Context: an optimization exercise on an open-source flow, tuned for small area, a short achievable clock period and few clock cycles per item. The choices shown serve that exercise and are no tape-out recipe. No functional check of the RTL was part of any run shown here. Power figures rest on the tool's default switching activity, not on a simulated workload.

## flow/design.v

```verilog
`timescale 1ns/10ps
`default_nettype none
package lc4_pkg;
   typedef logic [15:0] word_t;
   typedef logic [2:0]  reg_idx_t;
   localparam word_t RESET_PC = 16'h8200;
   function automatic logic writes_rd(input logic [15:0] insn);
      case (insn[15:12])
         4'b0001: writes_rd = (insn[5:3] != 3'b011);
         4'b0101: writes_rd = 1'b1;
         4'b0110: writes_rd = 1'b1;
         4'b1001: writes_rd = 1'b1;
         4'b1101: writes_rd = insn[8];
         default: writes_rd = 1'b0;
      endcase
   endfunction
   function automatic logic is_load(input logic [15:0] insn);
      is_load = (insn[15:12] == 4'b0110);
   endfunction
   function automatic logic is_store(input logic [15:0] insn);
      is_store = (insn[15:12] == 4'b0111);
   endfunction
   function automatic logic is_mul(input logic [15:0] insn);
      is_mul = (insn[15:12] == 4'b0001) && (insn[5:3] == 3'b001);
   endfunction
endpackage
`default_nettype wire
`timescale 1ns/10ps
`default_nettype none
module lc4_decoder (
   input  wire  [15:0] i_insn,
   output logic [2:0]  o_rt
);
   assign o_rt = (i_insn[15:12] == 4'b0111 || i_insn[15:12] == 4'b1101) ?
                 i_insn[11:9] : i_insn[2:0];
endmodule
`default_nettype wire
`timescale 1ns/10ps
`default_nettype none
module lc4_regfile (
   input  wire         gwe,
   input  wire         i_clr,
   input  wire  [2:0]  i_rs,
   input  wire  [2:0]  i_rt,
   input  wire  [2:0]  i_rd,
   input  wire  [15:0] i_wdata,
   input  wire         i_rd_we,
   output logic [15:0] o_rs_data,
   output logic [15:0] o_rt_data
);
   logic [15:0] regs [8];
   always_ff @(posedge gwe) begin
      for (int i = 0; i < 8; i++) begin
         if (i_clr || (i_rd_we && i_rd == 3'(i))) begin
            regs[i] <= i_clr ? 16'd0 : i_wdata;
         end
      end
   end
   assign o_rs_data = regs[i_rs];
   assign o_rt_data = regs[i_rt];
endmodule
`default_nettype wire
`timescale 1ns/10ps
`default_nettype none
module lc4_alu (
   input  wire  [15:0] i_insn,
   input  wire  [15:0] i_a,         
   input  wire  [15:0] i_b,         
   input  wire         i_mul_lat,   
   output logic [15:0] o_result
);
   logic [3:0]  op;
   logic [15:0] imm5, imm6, imm9, bsel, sum, lres;
   logic        cin;
   assign op   = i_insn[15:12];
   assign imm5 = {{11{i_insn[4]}}, i_insn[4:0]};
   assign imm6 = {{10{i_insn[5]}}, i_insn[5:0]};
   assign imm9 = {{7{i_insn[8]}}, i_insn[8:0]};
   always_comb begin
      cin  = 1'b0;
      bsel = i_b;
      if (i_mul_lat) begin
         bsel = 16'd0;
      end else if (op[2]) begin
         bsel = imm6;                       
      end else if (i_insn[5]) begin
         bsel = imm5;                       
      end else if (i_insn[4]) begin
         bsel = ~i_b;                       
         cin  = 1'b1;
      end
   end
   assign sum = i_a + bsel + {15'd0, cin};
   always_comb begin
      case (i_insn[5:3])
         3'b000:  lres = i_a & i_b;
         3'b001:  lres = ~i_a;
         3'b010:  lres = i_a | i_b;
         3'b011:  lres = i_a ^ i_b;
         default: lres = i_a & imm5;
      endcase
   end
   always_comb begin
      case (op)
         4'b0101: o_result = lres;
         4'b1001: o_result = imm9;
         4'b1101: o_result = {i_insn[7:0], i_b[7:0]};
         default: o_result = sum;           
      endcase
   end
endmodule
module lc4_mul_csa (
   input  wire  [15:0] i_x,
   input  wire  [15:0] i_y,
   output logic [15:0] o_s,
   output logic [15:0] o_c
);
   logic [16:0] y;
   logic [15:0] pp [9];
   logic [15:0] l1 [6];
   logic [15:0] l2 [4];
   logic [15:0] l3 [3];
   assign y = {i_y, 1'b0};
   function automatic logic [15:0] s3(input logic [15:0] a, input logic [15:0] b,
                                      input logic [15:0] c);
      s3 = a ^ b ^ c;
   endfunction
   function automatic logic [15:0] c3(input logic [15:0] a, input logic [15:0] b,
                                      input logic [15:0] c);
      c3 = ((a & b) | (a & c) | (b & c)) << 1;
   endfunction
   always_comb begin
      logic one, two, neg;
      logic [15:0] m;
      pp[8] = '0;
      for (int i = 0; i < 8; i++) begin
         one = y[2*i+1] ^ y[2*i];
         two = (y[2*i+2] && !y[2*i+1] && !y[2*i]) || (!y[2*i+2] && y[2*i+1] && y[2*i]);
         neg = y[2*i+2];
         m   = one ? i_x : two ? {i_x[14:0], 1'b0} : 16'd0;
         pp[i] = (m ^ {16{neg}}) << (2*i);
         pp[8][2*i] = neg;
      end
      for (int k = 0; k < 3; k++) begin
         l1[2*k]   = s3(pp[3*k], pp[3*k+1], pp[3*k+2]);
         l1[2*k+1] = c3(pp[3*k], pp[3*k+1], pp[3*k+2]);
      end
      for (int k = 0; k < 2; k++) begin
         l2[2*k]   = s3(l1[3*k], l1[3*k+1], l1[3*k+2]);
         l2[2*k+1] = c3(l1[3*k], l1[3*k+1], l1[3*k+2]);
      end
      l3[0] = s3(l2[0], l2[1], l2[2]);
      l3[1] = c3(l2[0], l2[1], l2[2]);
      l3[2] = l2[3];
      o_s = s3(l3[0], l3[1], l3[2]);
      o_c = c3(l3[0], l3[1], l3[2]);
   end
endmodule
`default_nettype wire
`timescale 1ns/10ps
`default_nettype none
module lc4_hazard (
   input  wire  [15:0] i_reg_data,    
   input  wire         i_sel_res,     
   input  wire         i_sel_ld,      
   input  wire  [15:0] i_m_res,
   input  wire  [15:0] i_dmem_data,
   output logic [15:0] o_data
);
   assign o_data = i_sel_res ? i_m_res : i_sel_ld ? i_dmem_data : i_reg_data;
endmodule
`default_nettype wire
`timescale 1ns/10ps
`default_nettype none
module lc4_pipeline #(
   parameter logic [15:0] RESET_PC = 16'h8200
) (
   input  wire         gwe,
   input  wire         i_rst_n,
   output logic [15:0] o_cur_pc,
   input  wire  [15:0] i_cur_insn,
   output logic [15:0] o_dmem_addr,
   output logic        o_dmem_we,
   output logic [15:0] o_dmem_towrite,
   input  wire  [15:0] i_cur_dmem_data,
   output logic [1:0]  o_trace_stall,
   output logic [15:0] o_trace_pc,
   output logic [15:0] o_trace_insn,
   output logic        o_trace_regfile_we,
   output logic [2:0]  o_trace_wsel,
   output logic [15:0] o_trace_wdata,
   output logic        o_trace_nzp_we,
   output logic [2:0]  o_trace_nzp_bits,
   output logic        o_trace_dmem_we,
   output logic [15:0] o_trace_dmem_addr,
   output logic [15:0] o_trace_dmem_data
);
   logic [15:0] pc_q;                     
   logic        go_q;                     
   logic        clr_q;                    
   logic        xv_q;                     
   logic [15:0] x_insn_q;
   logic [2:0]  x_rt_q;                   
   logic        x_mul_q;                  
   logic        mul_q;                    
   logic        dep_q;                    
   logic        brs_res_q, brs_ld_q;      
   logic        brt_res_q, brt_ld_q;      
   logic        mv_q;                     
   logic        m_we_q, m_ld_q, m_st_q, m_mul_q;
   logic [15:0] m_insn_q, m_res_q, m_sd_q;
   logic        cv_q;                     
   logic        seen_q;                   
   logic        adv_q;                    
   logic [15:0] c_insn_q, c_val_q, c_addr_q;
   logic        x_go, go_d, mul_d, x_we, x_ld, f_dep, f_rs_used, f_rs_hit, f_rt_hit;
   logic [15:0] rs_reg, rt_reg, rs_x, rt_x, alu_x, mul_s, mul_c, m_wdata;
   logic [2:0]  x_rt_d;
   logic [3:0]  f_op;
   assign x_go  = go_q;
   lc4_decoder u_predecode (.i_insn(i_cur_insn), .o_rt(x_rt_d));
   assign x_we = xv_q && x_go && lc4_pkg::writes_rd(x_insn_q);
   assign x_ld = lc4_pkg::is_load(x_insn_q);
   assign f_op      = i_cur_insn[15:12];
   assign f_rs_used = (f_op == 4'b0001 || f_op == 4'b0101 || f_op[3:1] == 3'b011);
   assign f_rs_hit  = x_we && i_cur_insn[8:6] == x_insn_q[11:9];
   assign f_rt_hit  = x_we && x_rt_d == x_insn_q[11:9];
   assign f_dep     = x_mul_q && mul_q && ((f_rs_used && f_rs_hit) || f_rt_hit);
   assign m_wdata = m_ld_q ? i_cur_dmem_data : m_mul_q ? m_res_q + m_sd_q : m_res_q;
   lc4_regfile u_regfile (
      .gwe(gwe), .i_clr(clr_q),
      .i_rs(x_insn_q[8:6]), .i_rt(x_rt_q),
      .i_rd(m_insn_q[11:9]), .i_wdata(m_wdata), .i_rd_we(m_we_q),
      .o_rs_data(rs_reg), .o_rt_data(rt_reg)
   );
   lc4_hazard u_byp_rs (
      .i_reg_data(rs_reg), .i_sel_res(brs_res_q), .i_sel_ld(brs_ld_q),
      .i_m_res(m_res_q), .i_dmem_data(i_cur_dmem_data), .o_data(rs_x)
   );
   lc4_hazard u_byp_rt (
      .i_reg_data(rt_reg), .i_sel_res(brt_res_q), .i_sel_ld(brt_ld_q),
      .i_m_res(m_res_q), .i_dmem_data(i_cur_dmem_data), .o_data(rt_x)
   );
   lc4_alu u_alu (
      .i_insn(x_insn_q), .i_a(rs_x), .i_b(rt_x),
      .i_mul_lat(x_mul_q && !mul_q), .o_result(alu_x)
   );
   lc4_mul_csa u_mul (.i_x(m_res_q), .i_y(m_sd_q), .o_s(mul_s), .o_c(mul_c));
   always_ff @(posedge gwe or negedge i_rst_n) begin
      if (!i_rst_n) begin
         pc_q      <= RESET_PC;
         go_q      <= 1'b1;
         clr_q     <= 1'b1;
         xv_q      <= 1'b0;
         mul_q     <= 1'b0;
         dep_q     <= 1'b0;
         brs_res_q <= 1'b0;
         brs_ld_q  <= 1'b0;
         brt_res_q <= 1'b0;
         brt_ld_q  <= 1'b0;
         mv_q      <= 1'b0;
         m_we_q    <= 1'b0;
         m_st_q    <= 1'b0;
         cv_q      <= 1'b0;
         seen_q    <= 1'b0;
         adv_q     <= 1'b0;
      end else begin
         clr_q     <= 1'b0;
         pc_q      <= pc_q + {15'd0, go_d};
         go_q      <= go_d;
         xv_q      <= 1'b1;
         mul_q     <= mul_d;
         dep_q     <= f_dep;
         brs_res_q <= f_rs_hit && !x_ld;
         brs_ld_q  <= f_rs_hit && x_ld;
         brt_res_q <= f_rt_hit && !x_ld;
         brt_ld_q  <= f_rt_hit && x_ld;
         mv_q      <= xv_q && x_go;
         m_we_q    <= x_we;
         m_st_q    <= xv_q && x_go && lc4_pkg::is_store(x_insn_q);
         cv_q      <= mv_q;
         seen_q    <= seen_q || cv_q;
         adv_q     <= x_go;
      end
   end
   assign mul_d    = xv_q && x_mul_q && !mul_q && !dep_q;
   assign go_d     = !((lc4_pkg::is_mul(i_cur_insn) && !mul_d) || f_dep);
   assign o_cur_pc = pc_q;
   always_ff @(posedge gwe) begin
      x_insn_q <= i_cur_insn;
      x_rt_q   <= x_rt_d;
      x_mul_q  <= lc4_pkg::is_mul(i_cur_insn);
      m_insn_q <= x_insn_q;
      m_ld_q   <= x_ld;
      m_mul_q  <= x_mul_q;
      m_res_q  <= mul_q ? mul_s : alu_x;
      m_sd_q   <= mul_q ? mul_c : rt_x;
      c_insn_q <= m_insn_q;
      c_addr_q <= m_res_q;
      c_val_q  <= m_st_q ? m_sd_q : m_wdata;
   end
   assign o_dmem_addr    = m_res_q;
   assign o_dmem_we      = m_st_q;
   assign o_dmem_towrite = m_sd_q;
   logic c_we, c_mem;
   assign c_we  = lc4_pkg::writes_rd(c_insn_q);
   assign c_mem = lc4_pkg::is_load(c_insn_q) || lc4_pkg::is_store(c_insn_q);
   assign o_trace_stall      = {!cv_q, !cv_q && seen_q};
   assign o_trace_pc         = pc_q - 16'd1 - {15'd0, adv_q} - {15'd0, go_q};
   assign o_trace_insn       = c_insn_q;
   assign o_trace_regfile_we = c_we;
   assign o_trace_wsel       = c_insn_q[11:9];
   assign o_trace_wdata      = c_val_q;
   assign o_trace_nzp_we     = c_we;
   assign o_trace_nzp_bits   = c_val_q[15] ? 3'b100 : (c_val_q == 16'd0) ? 3'b010 : 3'b001;
   assign o_trace_dmem_we    = lc4_pkg::is_store(c_insn_q);
   assign o_trace_dmem_addr  = c_mem ? c_addr_q : 16'd0;
   assign o_trace_dmem_data  = c_mem ? c_val_q : 16'd0;
endmodule
`default_nettype wire
```

## flow/run.sh

```bash
#!/bin/bash
# synth_recipe.tcl (not shown) runs the flow's synth.tcl, then flattens the netlist and writes it again
# the make line also repeats each setting of config.mk as NAME=value (left out here)
make -C /OpenROAD-flow-scripts/flow DESIGN_CONFIG=/design/flow/config.mk WORK_HOME=/design/flow/orfs CLKGATE_MAP_FILE= SYNTH_SCRIPT=/design/flow/synth_recipe.tcl finish
```

## flow/config.mk

```make
export PLATFORM = sky130hd
export DESIGN_NAME = lc4_pipeline
export DESIGN_NICKNAME = lc4_pipeline
export VERILOG_FILES = /design/flow/design.v
export SDC_FILE = /design/flow/constraint.sdc
export NUM_CORES = 4
export LEC_CHECK = 0
export ABC_CLOCK_PERIOD_IN_PS = 3500
export CAP_MARGIN = 20
export CORE_MARGIN = 2
export CORE_UTILIZATION = 50
export SETUP_SLACK_MARGIN = 3.5
export SLEW_MARGIN = 20
```

## flow/constraint.sdc

```tcl
create_clock -name core_clock -period 7.0 [get_ports {gwe}]
set_input_delay 1.4000 -clock core_clock [delete_from_list [all_inputs] [get_ports {gwe}]]
set_output_delay 1.4000 -clock core_clock [all_outputs]
set_load 0.01 [all_outputs]
```

==> impl_metrics.tcl, run 1 <==
set metrics [dict create \
    synth_commonest_cells "nand2_1 (209), nor2_1 (148), edfxtp_1 (128)" \
    hold_path_class "reg -> reg" \
    antennaDiodeCount 0 \
    die_w_microns 196 \
    nets 2362 \
    io_buffers 173 \
    netlist_instances 1970 \
    drc 0 \
    dieArea_sq_um 38400 \
    highest_layer "met4" \
    utilization_pct 66.5 \
    p_leak_nw 10.0 \
    grt_start_max_net_pins 51 \
    clk_pin_slew_ns 0.06 \
    routed_wl_mm 70.5 \
    pwr_density_cell_nw_per_um2 477 \
    clk_latency_ns 0.59 \
    cts_made_buffers 31 \
    route.met2.wl_mm 32.9 \
    syn_to_final_growth_pct 31.5 \
    relSlewSlack_pct 31.2 \
    antenna_found_initial 2 \
    ys_seq_elements 277 \
    maxCapViolCount 0 \
    post_synth.cell_area_avg_sq_um 9.36 \
    grt_usage_pct 35.8 \
    setup_viol 0 \
    vias 17200 \
    irDropWorstVdd_uv 733 \
    grt_pass1_vias 16500 \
    synth_warnings 9 \
    ant_nets 0 \
    htreeDepth 1 \
    final_max_slew_viol_count 0 \
    firstDrtPassIters 5 \
    period_minus_slack_ns 4.32 \
    synth_top_area_share_pct 20.8 \
    start_util_pct 50.6 \
    maxClockFrequency_mhz 231 \
    coreArea_sq_um 36400 \
    grt_pass1_wl_mm 103 \
    synth_edf_count 128 \
    setup-tns-final_ns 0 \
    yosys.area.top_type "edfxtp_1" \
    ys_types 90 \
    synth-async-reset-ratio_pct 11.2 \
    drt_iter0_markers 1793 \
    wire_per_inst_microns 26.1 \
    ios 174 \
    cp-end-kind "primary output" \
    cp_max_fo 3 \
    critPathKind "reg -> out" \
    period_share_pct 61.8 \
    worst_slew_pin_slew_ns 1.02 \
    cts_tree "built" \
    crit_required_ns 5.60 \
    met3WireLength_mm 5.53 \
    cts-root-buf "clkbuf_16" \
    hold_viol 0 \
    dp.final_hpwl_mm 47.5 \
    fin_skew_ns 0.0250 \
    cts.sinks 277 \
    synthTopCellsByArea "edfxtp_1 (21%), dfxtp_1 (13%), ha_1 (5.0%)" \
    rows 70 \
    ys_seq_area_share_pct 37.9 \
    fp.dieH_microns 196 \
    reg2reg_setup_slack_ns 2.89 \
    overflow 0 \
    wl_met1_mm 27.4 \
    cts_buffer_depth 3 \
    gp_congestion 1.01 \
    netlist_area_sq_um 18400 \
    syn-num-nets 2119 \
    drive_gt1_share_pct 25.0 \
    outcome "finished clean" \
    cp-start-kind "flop" \
    ys.flop_type "edfxtp_1" \
    arrival_ns 2.92 \
    avgViaCountPerCell 6.37 \
    rsz0062_at_grt "true" \
    yosysMostFrequentCell "nand2_1" \
]
-- final cells by class --
| type | count | area [sq um] |
|---|---|---|
| Fill cell | 2914 | 12200 |
| Multi-Input combinational cell | 1442 | 11600 |
| Sequential cell | 277 | 7080 |
| Timing Repair Buffer | 362 | 3480 |
| Clock buffer | 39 | 900 |
| Tap cell | 468 | 586 |
| Inverter | 99 | 384 |
| Clock inverter | 18 | 189 |
-- worst paths after layout --
path	from	to	depth (start not counted)
max	pc_q[0]	o_trace_pc[10]	13
min	m_insn_q[14]	c_insn_q[14]	0
max reg2reg	x_rt_q[1]	m_res_q[15]	17
min reg2reg	m_insn_q[14]	c_insn_q[14]	0
max in group asynchronous	i_rst_n	go_q	2
min in group asynchronous	i_rst_n	pc_q[14]	2
-- state kept, by name (all words and copies together) (netlist names), 16 cells and up --
register        flops
x_insn_q           16
m_insn_q           16
m_sd_q             16
u_regfile.regs    128
pc_q               16
c_insn_q           16
m_res_q            16
c_addr_q           16
c_val_q            16
-- cell usage in the layout (no fill, tap or decap), drive strengths merged, types with 16 or more instances in the layout --
master,n
a211oi,28
mux4,21
o21ai,115
o21a,18
nand2,209
dfrtp,27
a22o,19
fa,42
ha,73
edfxtp,128
mux2i,78
nor2,149
nor2b,37
a31oi,19
dfxtp,118
xnor2,68
clkdlybuf4s50,111
buf,202
inv,97
a21oi,107
xor2,28
a22oi,36
clkbuf,41
and2,49
a221oi,44
nand2b,25
nor3,26
nand3,25
o31ai,16
mux2,19
dlygate4sd2,32
-- metal layers --
layer / global-route usage, % / vias to the layer above
met1: 45.8 / 8388
met4: 20.3 / 0
met3: 5.45 / 253
met5: 0 / -
met2: 58.2 / 972
li1: - / 7618
-- where the power goes --
part / internal [mW] / switching, mW
registers: 2.12 / 0.496
clock network: 1.02 / 0.704
logic: 3.31 / 3.90
total: 6.46 / 5.10
-- worst max-delay path, cell delays in order, from the launching register on --
cell and delay (ns):
dfrtp_1 0.37, inv_2 0.05, ha_4 0.25, inv_2 0.04, ha_4 0.16, fa_2 0.35
or3_4 0.36, nor3_4 0.15, nand2_2 0.11, buf_4 0.15, buf_4 0.12, buf_6 0.10
nand2_2 0.05, buf_6 0.10
-- per-stage QoR --
step / hold slack, ns / power [mW] / setup slack (ns) / cells / cell area [sq um]
2_1_floorplan: 0.310 / 6.51 / 3.12 / 1970 / 18600
3_3_place_gp: 0.311 / 8.80 / 2.11 / 2506 / 20600
3_5_place_dp: 0.312 / 8.86 / 2.10 / 2507 / 20600
4_1_cts: 0.324 / 11.1 / 2.62 / 2656 / 23400
5_1_grt: 0.325 / 12.3 / 2.56 / 2705 / 24200
6_report: 0.322 / 11.6 / 2.68 / 2705 / 24200
-- cells by family after synthesis --
group                      after synthesis  share of synthesized area (%)
AOI/OAI and AO/OA                      524                           19.4
xor gates and xnor gates                97                           4.68
adders and majority gates              115                           9.51
buffers and inverters                  252                           5.66
DFF                                    277                           37.9
muxes                                  118                           7.98
other                                    2                         0.0407
and+or+nand+nor                        585                           14.9
-- timing repair --
item,in CTS,in global routing
gates cloned,7,1
gates resized for setup,344,130
setup buffers,85,48
endpoints found under the setup margin,145,107
pin swaps,61,87
hold buffers,0,0
==> run 2: changes to the inputs <==
==> flow/flow/run.sh (new file) <==
#!/bin/bash
# Standard layout, with each port buffered by the smallest buffer cell
set -euo pipefail
export BUFFER_PORTS_ARGS="-buffer_cell sky130_fd_sc_hd__buf_1"
bash standard.sh > standard.log 2>&1
==> flow/standard.sh (new file) <==
#!/bin/bash
# synth_recipe.tcl (not shown) runs the flow's synth.tcl, then flattens the netlist and writes it again
# the make line also repeats each setting of config.mk as NAME=value (left out here)
make -C /OpenROAD-flow-scripts/flow DESIGN_CONFIG=/design/flow/config.mk WORK_HOME=/design/flow/orfs CLKGATE_MAP_FILE= SYNTH_SCRIPT=/design/flow/synth_recipe.tcl "${@:-finish}"
removed: flow/run.sh
==> impl_metrics.tcl, run 2 <==
set metrics [dict create \
    rows 70 \
    ios 174 \
    cts_made_buffers 31 \
    fin_skew_ns 0.0209 \
    htreeDepth 1 \
    ys_types 90 \
    drive_gt1_share_pct 22.7 \
    cts_tree "built" \
    wl_met1_mm 26.9 \
    synth-compound-area-share_pct 19.4 \
    whs_ns 0.325 \
    routed_wl_mm 66.8 \
    drt_iter0_markers 1585 \
    critPathLaunch "pc_q[0]" \
    syn-num-nets 2119 \
    place_ws_ns 1.95 \
    overflow 0 \
    io_buffers 173 \
    grt_start_max_net_pins 51 \
    cp-start-kind "flop" \
    synthTopCellsByArea "edfxtp_1 (21%), dfxtp_1 (13%), ha_1 (5.0%)" \
    p_leak_nw 9.21 \
    endpoint "o_trace_pc[14]" \
    synth_simple_gate_area_share_pct 14.9 \
    vias 16900 \
    route.met2.wl_mm 31.7 \
    critPathSlowestCell "dfrtp_1" \
    hold_viol 0 \
    maxClockFrequency_mhz 223 \
    setup_viol 0 \
    utilization_pct 63.0 \
    synth.area.mux_share_pct 7.98 \
    synth_top_area_share_pct 20.8 \
    netlist_instances 1970 \
    critPathKind "reg -> out" \
    synth-async-reset-ratio_pct 11.2 \
    start_util_pct 50.6 \
    period_minus_slack_ns 4.47 \
    dpl_cell_area_sq_um 19500 \
    fp.dieH_microns 196 \
    yosys.area.top_type "edfxtp_1" \
    mostFrequentLayoutCells "nand2_1 (199), buf_1 (155), nor2_1 (133), edfxtp_1 (128), buf_4 (119)" \
    avgViaCountPerCell 6.29 \
    dieArea_sq_um 38400 \
    cp_num_buf_inv 3 \
    synth_warnings 9 \
    pwr_density_cell_nw_per_um2 511 \
    synthAdderAreaFrac_pct 9.51 \
    mostFrequentLayoutCell "nand2_1" \
    design_area_sq_um 22900 \
    nets 2333 \
    crit_chain "inv_2, ha_4, inv_2, ha_4, fa_2, or3_4, nor3_4, nand2_2, nor4_4, xor2_1, buf_2" \
    gp_congestion 0.963 \
    cts-root-buf "clkbuf_16" \
    clk_latency_ns 0.60 \
    ys_seq_area_share_pct 37.9 \
    arrival_ns 3.07 \
    synthXorXnorAreaFrac_pct 4.68 \
    rsz0062_at_grt "true" \
    final_max_slew_viol_count 0 \
    reg2reg_depth 16 \
    dp.final_hpwl_mm 45.4 \
    largest_reg_flops 128 \
    hold_path_class "reg -> reg" \
    grt_usage_pct 33.4 \
    clk_pin_slew_ns 0.06 \
    met3WireLength_mm 4.85 \
    worst-path-stages 11 \
    maxCapViolCount 0 \
    synth_edf_count 128 \
    ant_nets 0 \
    wire_per_inst_microns 24.9 \
    cp_max_fo 3 \
    coreArea_sq_um 36400 \
    period_share_pct 63.9 \
    ys_seq_elements 277 \
    min-delay-start "m_insn_q[15]" \
    firstDrtPassIters 5 \
    setup-tns-final_ns 0 \
    irDropWorstVdd_uv 732 \
    synth_commonest_cells "nand2_1 (209), nor2_1 (148), edfxtp_1 (128)" \
    die_w_microns 196 \
    top_register "u_regfile.regs" \
    worst_slew_pin_slew_ns 1.12 \
    syn_to_final_growth_pct 24.4 \
    cts.sinks 277 \
    antenna_found_initial 3 \
    ys.flop_type "edfxtp_1" \
    yosysMostFrequentCell "nand2_1" \
    relSlewSlack_pct 25.5 \
    highest_layer "met4" \
    drc 0 \
    setup_ws_ns 2.53 \
    nFillCells 3021 \
    grt_pass1_vias 15700 \
    post_synth.cell_area_avg_sq_um 9.36 \
    outcome "finished clean" \
    rr_endpoint "m_res_q[15]" \
    path_delay_family "simple AND/OR/NAND/NOR gates" \
    reg2reg_setup_slack_ns 2.91 \
    cts_buffer_depth 3 \
    synth_top_family_by_area "compound AO/OA/AOI/OAI gates" \
    netlist_area_sq_um 18400 \
    critPathMaxStageDelay_ns 0.36 \
    cp-end-kind "primary output" \
    crit-reg2reg-launch "x_rt_q[0]" \
    grt_pass1_wl_mm 97.3 \
    crit_required_ns 5.60 \
]
[run 2: cell counts after synthesis]
Identical to the previous run, type by type.
[run 2: worst min-delay path by stage]
stage          cells past startpoint      endpoint
2_1_floorplan                      0   c_insn_q[0]
3_3_place_gp                       0   c_insn_q[4]
3_5_place_dp                       0   c_insn_q[0]
4_1_cts                            0  c_insn_q[15]
5_1_grt                            0  c_insn_q[12]
6_report                           0  c_insn_q[15]
[run 2: per-stage QoR]
step	power, mW	cells
finish	11.7	2680
detailed placement	9.00	2501
floorplan	6.51	1970
global placement	8.98	2501
global route	12.4	2679
CTS	11.1	2624
[run 2: cells by family after synthesis]
logic type	count (synthesis)
compound gates	524
xor+xnor	97
fa+ha+maj	115
buf+inv	252
flops	277
mux	118
other cells	2
simple gates	585
[run 2: area by class of cell]
class	instances	area (sq um)	share of cell area [%]
multi-input combinational	1442	11600	50.6
timing repair buffer	333	2200	9.57
tap	468	586	2.55
antenna	3	7.51	0.0327
sequential	277	7060	30.8
clock inverter	18	246	1.07
inverter	99	384	1.67
clock buffer	40	861	3.75
[run 2: timing repair]
item | in CTS | in global routing
hold buffers | 0 | 0
endpoints found under the setup margin | 114 | 123
pin swaps | 48 | 45
buffers inserted | 64 | 50
resized for setup | 191 | 138
cloned | 1 | 3
[run 2: routing by layer]
layer | vias up | global-route usage (%)
met5 | - | 0
met4 | 0 | 14.5
met3 | 177 | 3.90
met2 | 864 | 55.2
met1 | 8271 | 44.6
li1 | 7549 | -
[run 2: worst register-to-register path: cells and delay by family (launching register included)]
kind	cells	cell delay, ns
AO/OA/AOI/OAI	7	1.54
XOR/XNOR	1	0.24
adder cells (fa/ha/maj)	1	0.26
buffers and inverters	1	0.14
flip-flops	1	0.44
multiplexers	2	0.37
AND/OR/NAND/NOR	4	1.01
[run 2: power by group]
part / internal (mW) / switching [mW]
Clock: 1.06 / 0.707
Sequential: 2.11 / 0.458
Combinational: 3.14 / 4.23
Total: 6.31 / 5.40
==> run 3: changes to the inputs <==
--- a/flow/design.v
+++ b/flow/design.v
@@ -23,6 +23,14 @@
    function automatic logic is_mul(input logic [15:0] insn);
       is_mul = (insn[15:12] == 4'b0001) && (insn[5:3] == 3'b001);
    endfunction
+   function automatic logic [15:0] csa_s(input logic [15:0] a, input logic [15:0] b,
+                                         input logic [15:0] c);
+      csa_s = a ^ b ^ c;
+   endfunction
+   function automatic logic [15:0] csa_c(input logic [15:0] a, input logic [15:0] b,
+                                         input logic [15:0] c);
+      csa_c = ((a & b) | (a & c) | (b & c)) << 1;
+   endfunction
 endpackage
 `default_nettype wire
 `timescale 1ns/10ps
@@ -112,23 +120,15 @@
 module lc4_mul_csa (
    input  wire  [15:0] i_x,
    input  wire  [15:0] i_y,
-   output logic [15:0] o_s,
-   output logic [15:0] o_c
+   output logic [15:0] o_w0,
+   output logic [15:0] o_w1,
+   output logic [15:0] o_w2,
+   output logic [15:0] o_w3
 );
    logic [16:0] y;
    logic [15:0] pp [9];
    logic [15:0] l1 [6];
-   logic [15:0] l2 [4];
-   logic [15:0] l3 [3];
    assign y = {i_y, 1'b0};
-   function automatic logic [15:0] s3(input logic [15:0] a, input logic [15:0] b,
-                                      input logic [15:0] c);
-      s3 = a ^ b ^ c;
-   endfunction
-   function automatic logic [15:0] c3(input logic [15:0] a, input logic [15:0] b,
-                                      input logic [15:0] c);
-      c3 = ((a & b) | (a & c) | (b & c)) << 1;
-   endfunction
    always_comb begin
       logic one, two, neg;
       logic [15:0] m;
@@ -142,18 +142,13 @@
          pp[8][2*i] = neg;
       end
       for (int k = 0; k < 3; k++) begin
-         l1[2*k]   = s3(pp[3*k], pp[3*k+1], pp[3*k+2]);
-         l1[2*k+1] = c3(pp[3*k], pp[3*k+1], pp[3*k+2]);
-      end
-      for (int k = 0; k < 2; k++) begin
-         l2[2*k]   = s3(l1[3*k], l1[3*k+1], l1[3*k+2]);
-         l2[2*k+1] = c3(l1[3*k], l1[3*k+1], l1[3*k+2]);
+         l1[2*k]   = lc4_pkg::csa_s(pp[3*k], pp[3*k+1], pp[3*k+2]);
+         l1[2*k+1] = lc4_pkg::csa_c(pp[3*k], pp[3*k+1], pp[3*k+2]);
       end
-      l3[0] = s3(l2[0], l2[1], l2[2]);
-      l3[1] = c3(l2[0], l2[1], l2[2]);
-      l3[2] = l2[3];
-      o_s = s3(l3[0], l3[1], l3[2]);
-      o_c = c3(l3[0], l3[1], l3[2]);
+      o_w0 = lc4_pkg::csa_s(l1[0], l1[1], l1[2]);
+      o_w1 = lc4_pkg::csa_c(l1[0], l1[1], l1[2]);
+      o_w2 = lc4_pkg::csa_s(l1[3], l1[4], l1[5]);
+      o_w3 = lc4_pkg::csa_c(l1[3], l1[4], l1[5]);
    end
 endmodule
 `default_nettype wire
@@ -211,10 +206,11 @@
    logic [15:0] m_insn_q, m_res_q, m_sd_q;
    logic        cv_q;                     
    logic        seen_q;                   
-   logic        adv_q;                    
    logic [15:0] c_insn_q, c_val_q, c_addr_q;
+   logic [15:0] tpc_q;                    
    logic        x_go, go_d, mul_d, x_we, x_ld, f_dep, f_rs_used, f_rs_hit, f_rt_hit;
-   logic [15:0] rs_reg, rt_reg, rs_x, rt_x, alu_x, mul_s, mul_c, m_wdata;
+   logic [15:0] rs_reg, rt_reg, rs_x, rt_x, alu_x, mul_w0, mul_w1, mul_w2, mul_w3;
+   logic [15:0] m_prod, m_wdata;
    logic [2:0]  x_rt_d;
    logic [3:0]  f_op;
    assign x_go  = go_q;
@@ -226,7 +222,9 @@
    assign f_rs_hit  = x_we && i_cur_insn[8:6] == x_insn_q[11:9];
    assign f_rt_hit  = x_we && x_rt_d == x_insn_q[11:9];
    assign f_dep     = x_mul_q && mul_q && ((f_rs_used && f_rs_hit) || f_rt_hit);
-   assign m_wdata = m_ld_q ? i_cur_dmem_data : m_mul_q ? m_res_q + m_sd_q : m_res_q;
+   assign m_prod  = lc4_pkg::csa_s(m_res_q, m_sd_q, c_addr_q) +
+                    lc4_pkg::csa_c(m_res_q, m_sd_q, c_addr_q) + c_val_q;
+   assign m_wdata = m_ld_q ? i_cur_dmem_data : m_mul_q ? m_prod : m_res_q;
    lc4_regfile u_regfile (
       .gwe(gwe), .i_clr(clr_q),
       .i_rs(x_insn_q[8:6]), .i_rt(x_rt_q),
@@ -245,7 +243,8 @@
       .i_insn(x_insn_q), .i_a(rs_x), .i_b(rt_x),
       .i_mul_lat(x_mul_q && !mul_q), .o_result(alu_x)
    );
-   lc4_mul_csa u_mul (.i_x(m_res_q), .i_y(m_sd_q), .o_s(mul_s), .o_c(mul_c));
+   lc4_mul_csa u_mul (.i_x(m_res_q), .i_y(m_sd_q),
+                      .o_w0(mul_w0), .o_w1(mul_w1), .o_w2(mul_w2), .o_w3(mul_w3));
    always_ff @(posedge gwe or negedge i_rst_n) begin
       if (!i_rst_n) begin
          pc_q      <= RESET_PC;
@@ -263,7 +262,6 @@
          m_st_q    <= 1'b0;
          cv_q      <= 1'b0;
          seen_q    <= 1'b0;
-         adv_q     <= 1'b0;
       end else begin
          clr_q     <= 1'b0;
          pc_q      <= pc_q + {15'd0, go_d};
@@ -280,7 +278,6 @@
          m_st_q    <= xv_q && x_go && lc4_pkg::is_store(x_insn_q);
          cv_q      <= mv_q;
          seen_q    <= seen_q || cv_q;
-         adv_q     <= x_go;
       end
    end
    assign mul_d    = xv_q && x_mul_q && !mul_q && !dep_q;
@@ -293,11 +290,12 @@
       m_insn_q <= x_insn_q;
       m_ld_q   <= x_ld;
       m_mul_q  <= x_mul_q;
-      m_res_q  <= mul_q ? mul_s : alu_x;
-      m_sd_q   <= mul_q ? mul_c : rt_x;
+      m_res_q  <= mul_q ? mul_w0 : alu_x;
+      m_sd_q   <= mul_q ? mul_w1 : rt_x;
       c_insn_q <= m_insn_q;
-      c_addr_q <= m_res_q;
-      c_val_q  <= m_st_q ? m_sd_q : m_wdata;
+      c_addr_q <= mul_q ? mul_w2 : m_res_q;
+      c_val_q  <= mul_q ? mul_w3 : m_st_q ? m_sd_q : m_wdata;
+      tpc_q    <= pc_q - 16'd1 - {15'd0, go_q};
    end
    assign o_dmem_addr    = m_res_q;
    assign o_dmem_we      = m_st_q;
@@ -306,7 +304,7 @@
    assign c_we  = lc4_pkg::writes_rd(c_insn_q);
    assign c_mem = lc4_pkg::is_load(c_insn_q) || lc4_pkg::is_store(c_insn_q);
    assign o_trace_stall      = {!cv_q, !cv_q && seen_q};
-   assign o_trace_pc         = pc_q - 16'd1 - {15'd0, adv_q} - {15'd0, go_q};
+   assign o_trace_pc         = tpc_q;
    assign o_trace_insn       = c_insn_q;
    assign o_trace_regfile_we = c_we;
    assign o_trace_wsel       = c_insn_q[11:9];
==> flow/run.sh (new file) <==
#!/bin/bash
# synth_recipe.tcl (not shown) runs the flow's synth.tcl, then flattens the netlist and writes it again
# the make line also repeats each setting of config.mk as NAME=value (left out here)
make -C /OpenROAD-flow-scripts/flow DESIGN_CONFIG=/design/flow/config.mk WORK_HOME=/design/flow/orfs CLKGATE_MAP_FILE= SYNTH_SCRIPT=/design/flow/synth_recipe.tcl finish
removed: flow/flow/run.sh
removed: flow/standard.sh
==> impl_metrics.tcl, run 3 <==
set metrics [dict create \
    outcome "finished clean" \
    htreeDepth 2 \
    pwr_density_cell_nw_per_um2 547 \
    dp.final_hpwl_mm 49.8 \
    synth_commonest_cells "nor2_1 (230), nand2_1 (152), dfxtp_1 (134)" \
    grt_start_max_net_pins 45 \
    dpl_cell_area_sq_um 21100 \
    firstDrtPassIters 6 \
    p_leak_nw 9.90 \
    ant_nets 0 \
    grt_pass1_vias 16400 \
    finalPower_mw 13.6 \
    synthTopCellsByArea "edfxtp_1 (20%), dfxtp_1 (14%), fa_1 (6.1%)" \
    avgViaCountPerCell 6.40 \
    ios 174 \
    dieArea_sq_um 39400 \
    clk_latency_ns 0.57 \
    critPathKind "reg -> reg" \
    fin_cells 2780 \
    post_synth.cell_area_avg_sq_um 9.43 \
    arrival_ns 4.47 \
    dpl.cell_count 2577 \
    gp_congestion 0.942 \
    nFillCells 3060 \
    maxCapViolCount 0 \
    cp-end-kind "flop" \
    synth_edf_count 128 \
    synth-async-reset-ratio_pct 10.3 \
    yosys.area.top_type "edfxtp_1" \
    hold_path_depth 0 \
    synth_top_area_share_pct 20.3 \
    die_w_microns 198 \
    yosysMostFrequentCell "nor2_1" \
    grt_usage_pct 36.7 \
    reg2reg_depth 15 \
    largest_reg_flops 128 \
    mostFrequentLayoutCells "nor2_1 (210), clkdlybuf4s50_1 (157), nand2_1 (146), buf_4 (135), edfxtp_1 (128)" \
    maxClockFrequency_mhz 237 \
    min_to "c_insn_q[15]" \
    rr_endpoint "u_regfile.regs[2][15]" \
    min-delay-start "m_insn_q[15]" \
    worst_slew_pin_slew_ns 1.10 \
    rsz0062_at_grt "true" \
    ys_types 85 \
    period_minus_slack_ns 4.22 \
    drive_gt1_share_pct 23.3 \
    grt_pass1_wl_mm 106 \
    cts.sinks 292 \
    coreArea_sq_um 37500 \
    mostFrequentLayoutCell "nor2_1" \
    cp-start-kind "flop" \
    rows 71 \
    setup_viol 0 \
    cts-root-buf "clkbuf_16" \
    relSlewSlack_pct 26.1 \
    reg2reg_setup_slack_ns 2.78 \
    cts_made_buffers 35 \
    syn_to_final_growth_pct 31.0 \
    overflow 0 \
    start_util_pct 50.5 \
    antenna_found_initial 1 \
    top_register "u_regfile.regs" \
    final_max_slew_viol_count 0 \
    ys_seq_area_share_pct 38.5 \
    clk_pin_slew_ns 0.06 \
    routed_wl_mm 74.6 \
    ys.flop_type "dfxtp_1" \
    crit-reg2reg-launch "c_addr_q[1]" \
    ys_seq_elements 292 \
    crit_required_ns 7.25 \
    io_buffers 173 \
    fp.dieH_microns 198 \
    synth_warnings 7 \
    nets 2395 \
    hold_viol 0 \
    wire_per_inst_microns 26.8 \
    design_area_sq_um 24800 \
    whs_ns 0.316 \
    netlist_instances 2006 \
    fin_skew_ns 0.0348 \
    period_share_pct 60.3 \
    drt_iter0_markers 1896 \
    netlist_area_sq_um 18900 \
    syn-num-nets 2159 \
    cp_max_fo 8 \
    cts_buffer_depth 3 \
    hold_path_class "reg -> reg" \
    irDropWorstVdd_uv 600 \
    cts_tree "built" \
    vias 17800 \
    setup-tns-final_ns 0 \
    drc 0 \
]
==> run 3: cell count changes after synthesis, sizes merged, moves of 10 or more <==
cell	previous run	this run
a221o	5	16
ha	73	61
nor2	148	232
o22ai	13	3
mux2	19	30
a31oi	19	6
a211oi	28	40
dfxtp	118	134
inv	96	77
mux2i	78	64
a21oi	107	133
fa	42	58
nand2	209	152
==> run 3: critical path, cell delays in order (launching register included) <==
cell,delay [ns]
dfxtp_4,0.36
fa_1,0.55
inv_1,0.06
fa_1,0.49
inv_2,0.05
ha_4,0.16
fa_2,0.38
a211oi_2,0.27
o21ai_2,0.11
a221o_1,0.40
buf_6,0.16
a21oi_4,0.15
a211oi_4,0.10
mux2_4,0.33
a21oi_4,0.26
nor2_4,0.10
==> run 3: metal layers <==
metal	vias up	wire [microns]	GRT usage [%]	share of wire [%]
met3	248	7350	6.75	9.8
li1	7771	-	-	-
met1	8669	28200	46.7	38
met4	0	5020	22.2	6.7
met5	-	0	0	0
met2	1103	34000	58.3	46
==> run 3: power breakdown <==
part	internal, mW	leakage [nW]	switching (mW)
sequential	2.23	2.81	0.499
combinational	4.07	6.54	4.97
clock	1.02	0.547	0.762
total	7.32	9.90	6.24
==> run 3: how the worst max path moves through the flow <==
stage          cells past startpoint                    end           startpoint
2_1_floorplan                     16             m_res_q[8]   i_cur_dmem_data[0]
3_3_place_gp                      13            m_res_q[15]  i_cur_dmem_data[11]
3_5_place_dp                      15            m_res_q[11]   i_cur_dmem_data[2]
4_1_cts                           15  u_regfile.regs[7][13]          c_addr_q[1]
5_1_grt                           15  u_regfile.regs[5][13]          c_addr_q[1]
6_report                          15  u_regfile.regs[2][15]          c_addr_q[1]
==> run 3: per-stage QoR <==
stage | utilization (%) | setup WS, ns
3_3_place_gp | 56.3 | 2.09
4_1_cts | 63.0 | 2.92
3_5_place_dp | 56.3 | 2.09
2_1_floorplan | - | 3.11
5_1_grt | 66.1 | 2.76
6_report | 66.1 | 2.78
==> run 3: cell type report <==
type	count	area, sq um	share of cell area, %
diodes	1	2.50	0.0101
clock buffers	45	965	3.89
clock inverters	18	138	0.555
inverters	82	340	1.37
multi-input cells	1476	11800	47.7
flip-flops and latches	292	7370	29.7
well taps	511	639	2.58
repair buffers	354	3510	14.2
repair inverters	1	7.51	0.0303
==> run 3: repair_timing <==
action	CTS	global route
pin swaps	83	83
hold buffers	0	0
cloned	4	6
resized for setup	175	153
buffers inserted	84	45
hold endpoints to repair	0	0
setup endpoints to repair	190	158
==> run 3: cell families (layout without fill, tap and decap cells) <==
kind of cell             after synthesis  count (layout)  synth area share [%]
AND/OR/NAND/NOR                      595             596                  14.4
AO/OA/AOI/OAI                        561             561                  20.6
flip-flops                           292             292                  38.5
buffers and inverters                239             500                  5.27
adder cells (fa/ha/maj)              119             119                  10.2
multiplexers                         107             107                  6.76
XOR/XNOR                              91              91                  4.21
other                                  2               3                0.0397
==> run 4: changes to the inputs <==
--- a/flow/design.v
+++ b/flow/design.v
@@ -222,8 +222,10 @@
    assign f_rs_hit  = x_we && i_cur_insn[8:6] == x_insn_q[11:9];
    assign f_rt_hit  = x_we && x_rt_d == x_insn_q[11:9];
    assign f_dep     = x_mul_q && mul_q && ((f_rs_used && f_rs_hit) || f_rt_hit);
-   assign m_prod  = lc4_pkg::csa_s(m_res_q, m_sd_q, c_addr_q) +
-                    lc4_pkg::csa_c(m_res_q, m_sd_q, c_addr_q) + c_val_q;
+   logic [15:0] m_s1, m_c1;
+   assign m_s1    = lc4_pkg::csa_s(m_res_q, m_sd_q, c_addr_q);
+   assign m_c1    = lc4_pkg::csa_c(m_res_q, m_sd_q, c_addr_q);
+   assign m_prod  = lc4_pkg::csa_s(m_s1, m_c1, c_val_q) + lc4_pkg::csa_c(m_s1, m_c1, c_val_q);
    assign m_wdata = m_ld_q ? i_cur_dmem_data : m_mul_q ? m_prod : m_res_q;
    lc4_regfile u_regfile (
       .gwe(gwe), .i_clr(clr_q),
==> flow/flow/run.sh (new file) <==
#!/bin/bash
# Standard layout, with each port buffered by the smallest buffer cell
set -euo pipefail
export BUFFER_PORTS_ARGS="-buffer_cell sky130_fd_sc_hd__buf_1"
bash standard.sh > standard.log 2>&1
==> flow/standard.sh (new file) <==
#!/bin/bash
# synth_recipe.tcl (not shown) runs the flow's synth.tcl, then flattens the netlist and writes it again
# the make line also repeats each setting of config.mk as NAME=value (left out here)
make -C /OpenROAD-flow-scripts/flow DESIGN_CONFIG=/design/flow/config.mk WORK_HOME=/design/flow/orfs CLKGATE_MAP_FILE= SYNTH_SCRIPT=/design/flow/synth_recipe.tcl "${@:-finish}"
removed: flow/run.sh
==> impl_metrics.tcl, run 4 <==
set metrics [dict create \
    cp-start-kind "flop" \
    antenna_found_initial 1 \
    met3WireLength_mm 6.57 \
    wire_per_inst_microns 26.4 \
    dp.final_hpwl_mm 48.4 \
    htreeDepth 1 \
    wl_met1_mm 27.3 \
    route.met2.wl_mm 32.8 \
    ant_nets 0 \
    top_register "u_regfile.regs" \
    cts_made_buffers 31 \
    dpl.cell_count 2575 \
    dpl_cell_area_sq_um 20100 \
    synth_warnings 7 \
    drc 0 \
    pwr_density_cell_nw_per_um2 521 \
    overflow 0 \
    synthTopCellsByArea "edfxtp_1 (20%), dfxtp_1 (14%), fa_1 (6.1%)" \
    gp_congestion 0.981 \
    hold_viol 0 \
    reg2reg_depth 19 \
    nets 2365 \
    ys.flop_type "dfxtp_1" \
    avgViaCountPerCell 6.40 \
    critPathSlowestCell "dfxtp_4" \
    post_synth.cell_area_avg_sq_um 9.46 \
    cts.hold.buffers_added 0 \
    routed_wl_mm 72.5 \
    setup_viol 0 \
    rr_endpoint "m_res_q[12]" \
    start_util_pct 50.5 \
    cp-end-kind "flop" \
    vias 17600 \
    hold_path_class "reg -> reg" \
    drive_gt1_share_pct 20.9 \
    grt_pass1_wl_mm 105 \
    p_leak_nw 9.30 \
    synth_edf_count 128 \
    worst_slew_pin_slew_ns 1.06 \
    firstDrtPassIters 6 \
    drt_iter0_markers 2099 \
    largest_reg_flops 128 \
    ys_seq_area_share_pct 38.4 \
    io_buffers 173 \
    min_to "c_insn_q[5]" \
    crit_required_ns 7.49 \
    cts-root-buf "clkbuf_16" \
    period_minus_slack_ns 3.90 \
    mostFrequentLayoutCell "nor2_1" \
    path_delay_family "compound AO/OA/AOI/OAI gates" \
    design_area_sq_um 23400 \
    dieArea_sq_um 39500 \
    relSlewSlack_pct 29.1 \
    netlist_instances 2002 \
    maxCapViolCount 0 \
    arrival_ns 4.39 \
    mostFrequentLayoutCells "nor2_1 (196), buf_1 (170), nand2_1 (152), edfxtp_1 (128), dfxtp_1 (116)" \
    irDropWorstVdd_uv 427 \
    place_ws_ns 2.25 \
    fp.dieH_microns 199 \
    cp_num_buf_inv 2 \
    rows 71 \
    hold_path_depth 0 \
    critPathKind "reg -> reg" \
    syn_to_final_growth_pct 23.4 \
    ios 174 \
    clk_latency_ns 0.60 \
    clk_pin_slew_ns 0.06 \
    setup_ws_ns 3.10 \
    crit_chain "buf_4, buf_12, mux2i_1, a221oi_1, a21oi_1, or3_4, a22o_4, mux2i_1, o21a_1, nor2_2, ha_4, and3_1, a21oi_2, nand3_2, nand4_1, nand3b_1, a21oi_2, xnor2_1, o311a_1" \
    netlist_area_sq_um 18900 \
    synth-async-reset-ratio_pct 10.3 \
    cts_tree "built" \
    reg2reg_setup_slack_ns 3.10 \
    coreArea_sq_um 37500 \
    setup-tns-final_ns 0 \
    cts_buffer_depth 3 \
    cp_max_fo 19 \
    rsz0062_at_grt "true" \
    ys_seq_elements 292 \
    crit-reg2reg-launch "x_rt_q[1]" \
    finalPower_mw 12.2 \
    yosysMostFrequentCell "nor2_1" \
    syn-num-nets 2155 \
    fin_skew_ns 0.0148 \
    grt_pass1_vias 16200 \
    outcome "finished clean" \
    period_share_pct 55.8 \
    synth_top_area_share_pct 20.3 \
    die_w_microns 199 \
    ys_types 81 \
    grt_start_max_net_pins 70 \
    yosys.area.top_type "edfxtp_1" \
    critPathMaxStageDelay_ns 0.39 \
    cts.sinks 292 \
    maxClockFrequency_mhz 256 \
    final_max_slew_viol_count 0 \
    grt_usage_pct 35.8 \
    synth_commonest_cells "nor2_1 (210), nand2_1 (160), dfxtp_1 (134)" \
    fin_cells 2749 \
    highest_layer "met4" \
    min-delay-start "m_insn_q[5]" \
    nFillCells 3160 \
]
run 4: cell types whose count changed after synthesis, moves of 8 or more:
cell      delta
nor2b_1      +9
a21oi_1     -11
and3_1       +9
mux2i_1     +13
o21ai_0     -11
buf_1        +9
o22ai_1      +8
nand2_1      +8
a211oi_1     -9
nor2_1      -20
run 4: where the power goes:
part | internal (mW) | switching [mW] | leakage [nW]
clock | 1.05 | 0.741 | 0.534
combinational | 3.40 | 4.34 | 5.96
sequential | 2.22 | 0.422 | 2.81
run 4: cell type report:
| type | count | area [sq um] | share of cell area [%] |
|---|---|---|---|
| sequential | 292 | 7340 | 31.4 |
| timing repair inverter | 2 | 10.0 | 0.0428 |
| multi-input combinational | 1467 | 11700 | 49.9 |
| clock buffer | 36 | 795 | 3.40 |
| inverter | 89 | 350 | 1.50 |
| tap | 511 | 639 | 2.73 |
| antenna | 1 | 2.50 | 0.0107 |
| timing repair buffer | 329 | 2280 | 9.77 |
| clock inverter | 22 | 302 | 1.29 |
run 4: worst max-delay path by stage:
stage / to / start / depth (start not counted)
floorplan: m_res_q[12] / i_cur_dmem_data[0] / 16
global placement: m_res_q[12] / x_rt_q[1] / 18
detailed placement: m_res_q[12] / x_rt_q[1] / 18
CTS: u_regfile.regs[6][15] / m_res_q[1] / 13
global route: m_res_q[14] / x_rt_q[1] / 20
finish: m_res_q[12] / x_rt_q[1] / 19
run 4: logic make-up (layout without fill, tap and decap cells):
| logic type | after synthesis | in the layout | synth area share [%] |
|---|---|---|---|
| AND/OR/NAND/NOR | 609 | 609 | 15.0 |
| AO/OA/AOI/OAI | 520 | 520 | 18.8 |
| flip-flops | 292 | 292 | 38.4 |
| buffers and inverters | 243 | 478 | 5.19 |
| multiplexers | 127 | 127 | 8.08 |
| adder cells (fa/ha/maj) | 119 | 119 | 10.2 |
| XOR/XNOR | 90 | 90 | 4.23 |
| other | 2 | 3 | 0.0396 |
run 4: metrics by stage:
| stage | utilization (%) | hold slack (ns) |
|---|---|---|
| floorplan | - | 0.310 |
| global placement | 53.7 | 0.310 |
| detailed placement | 53.7 | 0.312 |
| CTS | 60.0 | 0.329 |
| global route | 62.4 | 0.334 |
| finish | 62.4 | 0.326 |
run 4: timing repair:
item / 4_1_cts / 5_1_grt
hold endpoints to repair: 0 / 0
resized for setup: 138 / 113
pin swaps: 41 / 64
cloned: 6 / 3
setup endpoints to repair: 128 / 106
setup buffers: 65 / 41
run 4: routing by layer:
| metal | global-route usage (%) | up-vias |
|---|---|---|
| met1 | 45.0 | 8545 |
| met5 | 0 | - |
| met4 | 23.7 | 0 |
| li1 | - | 7679 |
| met3 | 6.58 | 295 |
| met2 | 56.5 | 1087 |

[port drivers added, routing unchanged]
The flow's constraints put no driver on any port. The routed layouts listed below were extracted and timed again, unchanged, in two steps. Step 1 assumes that a clkbuf_16 drives the clock port and a buf_2 every other input. Step 2 times the ports against the registers' clock, not the clock port: input delays grow and output delays shrink by t, the midpoint of the rising clock arrivals with the driver on. Three values: ideal, step 1, step 2; two values: the first two.
run | shift t [ns] | setup slack, ns | worst setup path at the end
run 1 | 0.634 | 2.675 / 2.618 / 2.293 | input to register
run 2 | 0.645 | 2.525 / 2.473 / 2.509 | input to register
run 3 | 0.611 | 2.779 / 2.779 / 2.461 | input to register
run 4 | 0.648 | 3.095 / 3.095 / 2.555 | input to register
After both steps every run listed still meets setup and hold. For run 4, which loses most, drivers alone change the setup slack by 0.000 ns; drivers and shift together by -0.540 ns.
